Context: an optimization exercise on an open-source flow, tuned for small area, a short achievable clock period and few clock cycles per item. The choices shown serve that exercise and are no tape-out recipe. Only simulation tests tie the RTL to the original design; equivalence was not proved. Power is estimated from default activity; no workload was simulated.

// apsel_top
module apsel_top (
  input  wire logic        clk,
  input  wire logic        rst,
  input  wire logic        req_valid,
  output logic             req_stall,
  input  wire logic        req_cmd,
  input  wire logic [2:0]  req_arm,
  input  wire logic [15:0] req_reward,
  input  wire logic [15:0] req_draw,
  output logic             res_valid,
  input  wire logic        res_stall,
  output logic [2:0]       res_chosen_arm,
  output logic [2:0]       res_best_arm,
  input  wire logic        psel,
  input  wire logic        penable,
  input  wire logic        pwrite,
  input  wire logic [2:0]  paddr,
  input  wire logic [31:0] pwdata,
  output logic [31:0]      prdata,
  output logic             pready
);
For scale: about 5900 cells after synthesis, ~440 flip-flops, about 120 I/O pins.
export LEC_CHECK = 0
export ABC_AREA = 1
export CAP_MARGIN = 20
export CORE_MARGIN = 2
export CORE_UTILIZATION = 40
export CTS_BUF_LIST = sky130_fd_sc_hd__clkbuf_4 sky130_fd_sc_hd__clkbuf_8
export SLEW_MARGIN = 20
create_clock -name core_clock -period 14.0 [get_ports {clk}]
standard.sh (not shown) runs the stock make flow with config.mk's settings and CLKGATE_MAP_FILE= SYNTH_SCRIPT=/design/flow/synth_recipe.tcl, a recipe that flattens the netlist after the stock synthesis.
==> flow/flow/run.sh <==
#!/bin/bash
# Layout: the standard flow (standard synthesis, floorplan, placement, CTS,
# routing), with plain buffers on the ports and a tighter setup target for the
# timing repair steps. The SDC is the design's, unchanged.
set -uo pipefail
bash standard.sh finish \
  SETUP_SLACK_MARGIN=8.0 \
  "BUFFER_PORTS_ARGS=-buffer_cell sky130_fd_sc_hd__buf_2" \
  > standard_flow.log 2>&1
status=$?
cp -r orfs/logs flow_logs 2>/dev/null || true
exit $status
The first run completed without violations.
Testbench counts at the start, summed over its fixed seeds: cycles 2,447, items 1,200.
==> next run, changes <==
--- a/flow/flow/run.sh
+++ b/flow/flow/run.sh
@@ -6,3 +6,3 @@
 bash standard.sh finish \
-  SETUP_SLACK_MARGIN=8.0 \
+  SETUP_SLACK_MARGIN=7.5 \
   "BUFFER_PORTS_ARGS=-buffer_cell sky130_fd_sc_hd__buf_2" \
--- a/flow/config.mk
+++ b/flow/config.mk
@@ -11,3 +11,2 @@
 export CORE_UTILIZATION = 40
-export CTS_BUF_LIST = sky130_fd_sc_hd__clkbuf_4 sky130_fd_sc_hd__clkbuf_8
 export SLEW_MARGIN = 20
Result: The new run passed the timing, design-rule and antenna checks. Global-route usage drops by 0.46 points. Total power stays flat. Count of clock-buffer cells in the layout drops by 45.
==> next run, changes <==
--- a/flow/flow/run.sh
+++ b/flow/flow/run.sh
@@ -6,3 +6,3 @@
 bash standard.sh finish \
-  SETUP_SLACK_MARGIN=7.5 \
+  SETUP_SLACK_MARGIN=8.0 \
   "BUFFER_PORTS_ARGS=-buffer_cell sky130_fd_sc_hd__buf_2" \
Effect: Non-clock buffer count rose by 27. Area after synthesis stays the same. Worst setup slack improves by 0.25 ns. Global-route usage rose by 0.37 points. Clock skew fell by 0.021 ns. Critical path depth is unchanged. Sequential share of layout area fell by 0.16 points. Final area rose by about 1.2%.

========
== maple ==
Another version of the RTL of apsel_top (not shown whole).
Size: ~5800 cells after synthesis, roughly 480 flip-flops, roughly 120 I/O pins, ~52000 sq um of cells after synthesis.
export LEC_CHECK = 0
export ABC_AREA = 1
export CAP_MARGIN = 20
export CORE_MARGIN = 2
export CORE_UTILIZATION = 40
export SLEW_MARGIN = 20
create_clock -name core_clock -period 14.0 [get_ports {clk}]
==> flow/flow/run.sh <==
#!/bin/bash
# Layout: the standard flow (standard synthesis, floorplan, placement, CTS,
# routing), with plain buffers on the ports and a tighter setup target for the
# timing repair steps. The SDC is the design's, unchanged.
set -uo pipefail
bash standard.sh finish \
  SETUP_SLACK_MARGIN=7.0 \
  "BUFFER_PORTS_ARGS=-buffer_cell sky130_fd_sc_hd__buf_2" \
  > standard_flow.log 2>&1
status=$?
cp -r orfs/logs flow_logs 2>/dev/null || true
exit $status
Testbench counts of maple, summed over its fixed seeds: cycles 2,447, items 1,200.
Edits applied to the flow inputs when going from maple to pine:
==> flow/run.sh (new file) <==
#!/bin/bash
# synth_recipe.tcl (not shown) runs the flow's synth.tcl, then flattens the netlist and writes it again
# the make line also repeats each setting of config.mk as NAME=value (left out here)
make -C /OpenROAD-flow-scripts/flow DESIGN_CONFIG=/design/flow/config.mk WORK_HOME=/design/flow/orfs CLKGATE_MAP_FILE= SYNTH_SCRIPT=/design/flow/synth_recipe.tcl finish
diff --git a/flow/config.mk b/flow/config.mk
--- a/flow/config.mk
+++ b/flow/config.mk
@@ -11,2 +11,3 @@
 export CORE_UTILIZATION = 40
+export SETUP_SLACK_MARGIN = 5
 export SLEW_MARGIN = 20
removed: flow/flow/run.sh
removed: flow/standard.sh
All-layer global routing usage delta for pine relative to maple: 2.4 points lower
Compared with maple, in pine flop-to-flop setup slack down 1230 ps, average detailed-routed wire length per instance decreased by 1.9 microns relative to the old numbers.
What pine reported for overall power has to be multiplied by 1.07 to get the figure for maple.

-- port drivers added, routing unchanged --
Ports are ideal in the flow. The routed layouts listed here were re-timed in OpenROAD. Step 1, drivers: a clkbuf_16 drives clk and a buf_2 each remaining input, both assumed. Step 2 moves the port delays by t, midway between the first and last clock arrival at a register: inputs arrive t later, outputs are due t later. That takes back most of the time a late clock gives input paths. Slacks: no drivers / after step 1 / after step 2; pairs: no drivers / after step 1.
run | t, ns | setup WS [ns] | worst setup path at the end | latest minus earliest clock arrival (ns) | cell pins on the clock port's net
the first run of note 1 | 0.760 | 7.857 / 7.661 / 7.588 | input to register | 0.068 / 0.067 | 1
the second run of note 1 | 0.703 | 7.604 / 7.580 / 7.580 | input to output | 0.047 / 0.048 | 1
the third run of note 1 | 0.681 | 7.857 / 7.675 / 7.644 | input to register | 0.024 / 0.024 | 1
maple | 0.712 | 6.695 / 6.695 / 6.695 | register to register | 0.060 / 0.061 | 1
pine | 0.702 | 5.462 / 5.462 / 5.462 | register to register | 0.028 / 0.028 | 1
After both steps every run listed still meets setup and hold. The setup slack of the first run of note 1, which loses most, moves by -0.196 ns with the drivers and by -0.269 ns with both steps.
